Context: an optimization exercise on an open-source flow, tuned for small area, a short achievable clock period and few clock cycles per item. The choices shown serve that exercise and are no tape-out recipe.
The RTL was checked by simulation tests, not by an equivalence proof against the original design.

## main
==> flow/design.v (excerpt) <==
module epoch_seconds_to_date (
    input  logic        i_clk,
    input  logic        i_rst_n,
    input  logic        start,
    output logic        busy,
    input  logic [31:0] i_epoch_seconds,
    output logic        o_done,
    output logic [11:0] o_year,
    output logic [3:0]  o_month,
    output logic [4:0]  o_day,
    output logic [4:0]  o_hour,
    output logic [5:0]  o_minute,
    output logic [5:0]  o_second
);
Size in the first run: about 46 flip-flops, ~75 I/O pins, about 8900 sq um of cells after synthesis.
==> flow/config.mk <==
export PLATFORM = sky130hd
export DESIGN_NAME = epoch_seconds_to_date
export DESIGN_NICKNAME = epoch_seconds_to_date
export VERILOG_FILES = /design/flow/design.v
export SDC_FILE = /design/flow/constraint.sdc
export NUM_CORES = 4
export LEC_CHECK = 0
export CAP_MARGIN = 20
export CORE_MARGIN = 2
export CORE_UTILIZATION = 40
export SLEW_MARGIN = 20
export SYNTH_HIERARCHICAL = 1
==> flow/constraint.sdc <==
create_clock -name core_clock -period 20.0 [get_ports {i_clk}]
set_input_delay 4.0000 -clock core_clock [delete_from_list [all_inputs] [get_ports {i_clk}]]
set_output_delay 4.0000 -clock core_clock [all_outputs]
set_load 0.01 [all_outputs]
standard.sh (not shown) runs the stock make flow with config.mk's settings and CLKGATE_MAP_FILE= SYNTH_SCRIPT=/design/flow/synth_recipe.tcl, a recipe that flattens the netlist after the stock synthesis.
==> flow/flow/run.sh <==
#!/bin/bash
# Standard layout (bash standard.sh, its synthesis unchanged), with the ports
# buffered by buf_2 cells and timing repair aiming for a larger setup slack.
set -e
cp standard.sh standard.sh.log
export BUFFER_PORTS_ARGS="-buffer_cell sky130_fd_sc_hd__buf_2"
export SETUP_SLACK_MARGIN=10.0
bash standard.sh > standard_run.log 2>&1
main completed every stage of the flow, and the final layout passed the timing, DRC and antenna checks.
Testbench counts of main, summed over its fixed seeds: cycles 3,208, items 3,200.
#### Input delta (the feature branch over main)
--- a/flow/design.v
+++ b/flow/design.v
@@ -13,13 +13,12 @@
     output logic [5:0]  o_minute,
     output logic [5:0]  o_second
 );
     localparam logic [31:0] SKIP_2100 = 32'd4107542400;
     logic [24:0] q;
     logic [0:0]  skip;
-    logic        lz_a;
     assign q    = i_epoch_seconds[31:7];
     assign skip = i_epoch_seconds >= SKIP_2100;
     logic a1;
     logic a2;
     logic a3;
     logic a4;
@@ -324,34 +323,12 @@
     logic a296;
     logic a297;
     logic a298;
     logic a299;
     logic [12:0] n_doy0_a, n_doy0_b, n_doy0_s;
     logic [9:0] n_doy0;
-    logic a300;
-    logic a301;
-    logic a302;
-    logic a303;
-    logic a304;
-    logic a305;
-    logic a306;
-    logic a307;
-    logic a308;
-    logic a309;
-    logic a310;
-    logic a311;
-    logic a312;
-    logic a313;
-    logic a314;
-    logic a315;
-    logic a316;
-    logic a317;
-    logic a318;
-    logic [11:0] n_doyb_a, n_doyb_b, n_doyb_s;
-    logic [8:0] n_doyb;
-    assign lz_a = n_yq[1:0] == 2'd0;
     esd_ha u_a1 (.a(q[19]), .b(q[16]), .s(a1), .co(a2));
     esd_ha u_a3 (.a(q[20]), .b(q[17]), .s(a3), .co(a4));
     esd_ha u_a5 (.a(q[21]), .b(q[18]), .s(a5), .co(a6));
     esd_ha u_a7 (.a(q[22]), .b(q[19]), .s(a7), .co(a8));
     esd_fa u_a9 (.a(q[21]), .b(q[18]), .c(q[8]), .s(a9), .co(a10));
     esd_fa u_a11 (.a(q[22]), .b(q[19]), .c(q[9]), .s(a11), .co(a12));
@@ -550,61 +527,43 @@
     assign a297 = ~a243;
     esd_fa u_a298 (.a(a269), .b(a267), .c(a297), .s(a298), .co(a299));
     assign n_doy0_a = {a298, ~a295, a292, a289, a286, a283, a280, a277, a274, a271, a91, a88, a85};
     assign n_doy0_b = {~a296, a293, a290, a287, a284, a281, a278, a275, a272, 1'b1, a89, a86, ~a9};
     assign n_doy0_s = n_doy0_a + n_doy0_b;
     assign n_doy0 = n_doy0_s[12:3];
-    esd_ha u_a300 (.a(a271), .b(lz_a), .s(a300), .co(a301));
-    esd_fa u_a302 (.a(a274), .b(a272), .c(a301), .s(a302), .co(a303));
-    assign a304 = a277 ^ a275;
-    assign a305 = a277 | a275;
-    assign a306 = a280 ^ a278;
-    assign a307 = a280 | a278;
-    esd_ha u_a308 (.a(a283), .b(a281), .s(a308), .co(a309));
-    assign a310 = a286 ^ a284;
-    assign a311 = a286 | a284;
-    assign a312 = a289 ^ a287;
-    assign a313 = a289 | a287;
-    esd_ha u_a314 (.a(a292), .b(a290), .s(a314), .co(a315));
-    assign a316 = ~a293;
-    esd_ha u_a317 (.a(a295), .b(a316), .s(a317), .co(a318));
-    assign n_doyb_a = {~a317, a314, ~a312, ~a310, a308, ~a306, ~a304, a302, 1'b0, a91, a88, a85};
-    assign n_doyb_b = {a315, a313, a311, a309, a307, a305, a303, 1'b1, a300, a89, a86, ~a9};
-    assign n_doyb_s = n_doyb_a + n_doyb_b;
-    assign n_doyb = n_doyb_s[11:3];
     logic        r_vld;
     logic [10:0] r_rem0;
     logic [9:0]  r_doy0;
-    logic [8:0]  r_doyb;
     logic [7:0]  r_yq;
     logic [6:0]  r_s7;        
     always_ff @(posedge i_clk) begin
         if (!i_rst_n) r_vld <= 1'b0;
         else          r_vld <= start;
     end
     always_ff @(posedge i_clk) begin
         r_rem0 <= n_rem0;
         r_doy0 <= n_doy0;
-        r_doyb <= n_doyb;
         r_yq   <= n_yq;
         r_s7   <= i_epoch_seconds[6:0];
     end
     logic        negr;
     logic        negy;
     logic        lz;
     logic        wrap;
+    logic [8:0]  doyb;
     logic [8:0]  base;
     logic [8:0]  doy;         
     logic [3:0]  mp;          
     logic [8:0]  mstart;
     logic        jf;          
     logic [11:0] year_m1, year_0, year_p1;
     assign negr = r_rem0[10];
     assign negy = r_doy0[9];
     assign lz   = r_yq[1:0] == 2'd0;
-    assign base = negy ? r_doyb : r_doy0[8:0];
+    assign doyb = r_doy0[8:0] + 9'd365 + 9'(lz);
+    assign base = negy ? doyb : r_doy0[8:0];
     assign wrap = negr && (base == 9'd0);
     assign doy  = wrap ? 9'd364 + 9'(lz) : base - 9'(negr);
     assign year_m1 = 12'd1967 + 12'(r_yq);
     assign year_0  = 12'd1968 + 12'(r_yq);
     assign year_p1 = 12'd1969 + 12'(r_yq);
     always_comb begin
Findings:
- NOTE non-clock inverter instance count of the final layout main->the feature branch decreased by a few percent
- On global-route usage, the higher figure sits with the feature branch, not main.
- Cmp the feature branch vs main: average wire length per cell after detail routing higher in the feature branch
- The higher area after synthesis of the feature branch and main is in main.
- Between main and the feature branch, the flow reports well-tap cell count decreasing slightly.
- The feature branch — count of clock-buffer cells in the layout 1 higher, main as reference
- Summary of the feature branch over main: non-clock buffer count went up by 26, cell area went down by 0.65%.
- In the feature branch, non-filler instance count after layout is lower than in main.
- Diff main -> the feature branch: worst endpoint data arrival time closely matched the old numbers, via count now smaller.
Testbench counts of the feature branch, summed over its fixed seeds: cycles 3,208, items 3,200.

epoch_seconds_to_date with an RTL version that a note above also has.
For scale: roughly 37 flip-flops, ~75 I/O pins, ~8400 um2 of cells after synthesis.
export LEC_CHECK = 0
export CAP_MARGIN = 20
export CORE_MARGIN = 2
export CORE_UTILIZATION = 40
export SLEW_MARGIN = 20
export SYNTH_HIERARCHICAL = 1
create_clock -name core_clock -period 20.0 [get_ports {i_clk}]
==> flow/flow/run.sh <==
#!/bin/bash
# Standard layout (bash standard.sh, its synthesis unchanged), with the ports
# buffered by buf_2 cells and timing repair aiming for a larger setup slack.
set -e
cp standard.sh standard.sh.log
export BUFFER_PORTS_ARGS="-buffer_cell sky130_fd_sc_hd__buf_2"
export SETUP_SLACK_MARGIN=9.3
bash standard.sh > standard_run.log 2>&1
The starting point completed with no timing, DRC or antenna violations.
Testbench counts at the start, summed over its fixed seeds: cycles 3,208, items 3,200.
Edit:
--- a/flow/design.v
+++ b/flow/design.v
@@ -547,42 +547,41 @@
     end
     logic        negr;
     logic        negy;
     logic        lz;
     logic        wrap;
     logic [8:0]  doyb;
     logic [8:0]  base;
-    logic [8:0]  doy;         
     logic [3:0]  mp;          
     logic [8:0]  mstart;
     logic        jf;          
     logic [11:0] year_m1, year_0, year_p1;
     assign negr = r_rem0[10];
     assign negy = r_doy0[9];
     assign lz   = r_yq[1:0] == 2'd0;
-    assign doyb = r_doy0[8:0] + 9'd365 + 9'(lz);
+    assign doyb = lz ? r_doy0[8:0] + 9'd366 : r_doy0[8:0] + 9'd365;
     assign base = negy ? doyb : r_doy0[8:0];
     assign wrap = negr && (base == 9'd0);
-    assign doy  = wrap ? 9'd364 + 9'(lz) : base - 9'(negr);
     assign year_m1 = 12'd1967 + 12'(r_yq);
     assign year_0  = 12'd1968 + 12'(r_yq);
     assign year_p1 = 12'd1969 + 12'(r_yq);
     always_comb begin
         mp = 4'd0;
-        if (doy >= 9'd31)  mp = 4'd1;
-        if (doy >= 9'd61)  mp = 4'd2;
-        if (doy >= 9'd92)  mp = 4'd3;
-        if (doy >= 9'd122) mp = 4'd4;
-        if (doy >= 9'd153) mp = 4'd5;
-        if (doy >= 9'd184) mp = 4'd6;
-        if (doy >= 9'd214) mp = 4'd7;
-        if (doy >= 9'd245) mp = 4'd8;
-        if (doy >= 9'd275) mp = 4'd9;
-        if (doy >= 9'd306) mp = 4'd10;
-        if (doy >= 9'd337) mp = 4'd11;
+        if (negr ? base >= 9'd32 : base >= 9'd31) mp = 4'd1;
+        if (negr ? base >= 9'd62 : base >= 9'd61) mp = 4'd2;
+        if (negr ? base >= 9'd93 : base >= 9'd92) mp = 4'd3;
+        if (negr ? base >= 9'd123 : base >= 9'd122) mp = 4'd4;
+        if (negr ? base >= 9'd154 : base >= 9'd153) mp = 4'd5;
+        if (negr ? base >= 9'd185 : base >= 9'd184) mp = 4'd6;
+        if (negr ? base >= 9'd215 : base >= 9'd214) mp = 4'd7;
+        if (negr ? base >= 9'd246 : base >= 9'd245) mp = 4'd8;
+        if (negr ? base >= 9'd276 : base >= 9'd275) mp = 4'd9;
+        if (negr ? base >= 9'd307 : base >= 9'd306) mp = 4'd10;
+        if (negr ? base >= 9'd338 : base >= 9'd337) mp = 4'd11;
+        if (wrap) mp = 4'd11;
         case (mp)
             4'd0:    mstart = 9'd0;
             4'd1:    mstart = 9'd31;
             4'd2:    mstart = 9'd61;
             4'd3:    mstart = 9'd92;
             4'd4:    mstart = 9'd122;
             4'd5:    mstart = 9'd153;
@@ -837,18 +836,18 @@
     assign w142 = w116 | w115;
     assign mt0_a = {~w141, ~w139, w137, ~w134, ~w132, ~w130, ~w128, w126, w124, w122, ~w120, w118};
     assign mt0_b = {w140, w138, w135, w133, w131, w129, w127, w125, w123, w121, w119, x[2]};
     assign mt0_s = mt0_a + mt0_b;
     assign mt0 = mt0_s[11:6];
     assign busy     = 1'b0;
     assign o_done   = r_vld;
-    assign jf       = doy >= 9'd306;
+    assign jf       = mp >= 4'd10;
     assign o_year   = (jf == (negy || wrap)) ? year_0 : (jf ? year_p1 : year_m1);
     assign o_month  = jf ? mp - 4'd9 : mp + 4'd3;
-    assign o_day    = 5'(doy) - 5'(mstart) + 5'd1;
+    assign o_day    = wrap ? 5'd28 + 5'(lz) : 5'(base) - 5'(mstart) + 5'(!negr);
     assign o_hour   = h0 + (negr ? 5'd24 : 5'd0);
     assign o_minute = mt0 + {h0[3:0], 2'b00};
     assign o_second = {x[3:0] + mt0[3:0], r_s7[1:0]};
 endmodule
 module esd_fa (
     input  logic a,
     input  logic b,
What happened:
- The changed run completed with no timing, DRC or antenna violations
- critical path depth falls by 7
- synthesized area is about the same
- cell count falls by 0.33%
- die area stays flat
- worst setup slack gets worse by 0.013 ns
- fmax hardly moves
Testbench counts after the change, summed over its fixed seeds: cycles 3,208, items 3,200.

[separate check: timing with driven ports]
The results above use ideal ports. As a check the final layouts listed here were re-extracted and re-timed, cells and wires unchanged.
Step 1, drivers: a clkbuf_16 drives i_clk and a buf_2 each remaining input, both assumed.
Step 2 also shifts input and output timing later by t, the mid clock arrival at the registers, as if the neighbouring blocks saw the same clock.
a / b / c = ideal ports / drivers / drivers and shift; a / b = the first two.
run	t (ns)	setup slack, ns	worst hold slack (ns)	worst data-port slew with drivers (ns)
main	0.321	10.258 / 10.277 / 9.956	3.806 / 3.788 / 4.109	0.03
the feature branch	0.321	10.213 / 10.206 / 9.885	3.813 / 3.793 / 4.114	0.06
the first run of note 2	0.322	9.756 / 9.718 / 9.558	3.806 / 3.787 / 4.109	0.03
the second run of note 2	0.323	9.743 / 9.758 / 9.435	3.809 / 3.800 / 4.123	0.05
After both steps setup and hold are still met in every run listed. For the feature branch, which loses most, drivers alone change the setup slack by -0.007 ns; drivers and shift together by -0.328 ns.
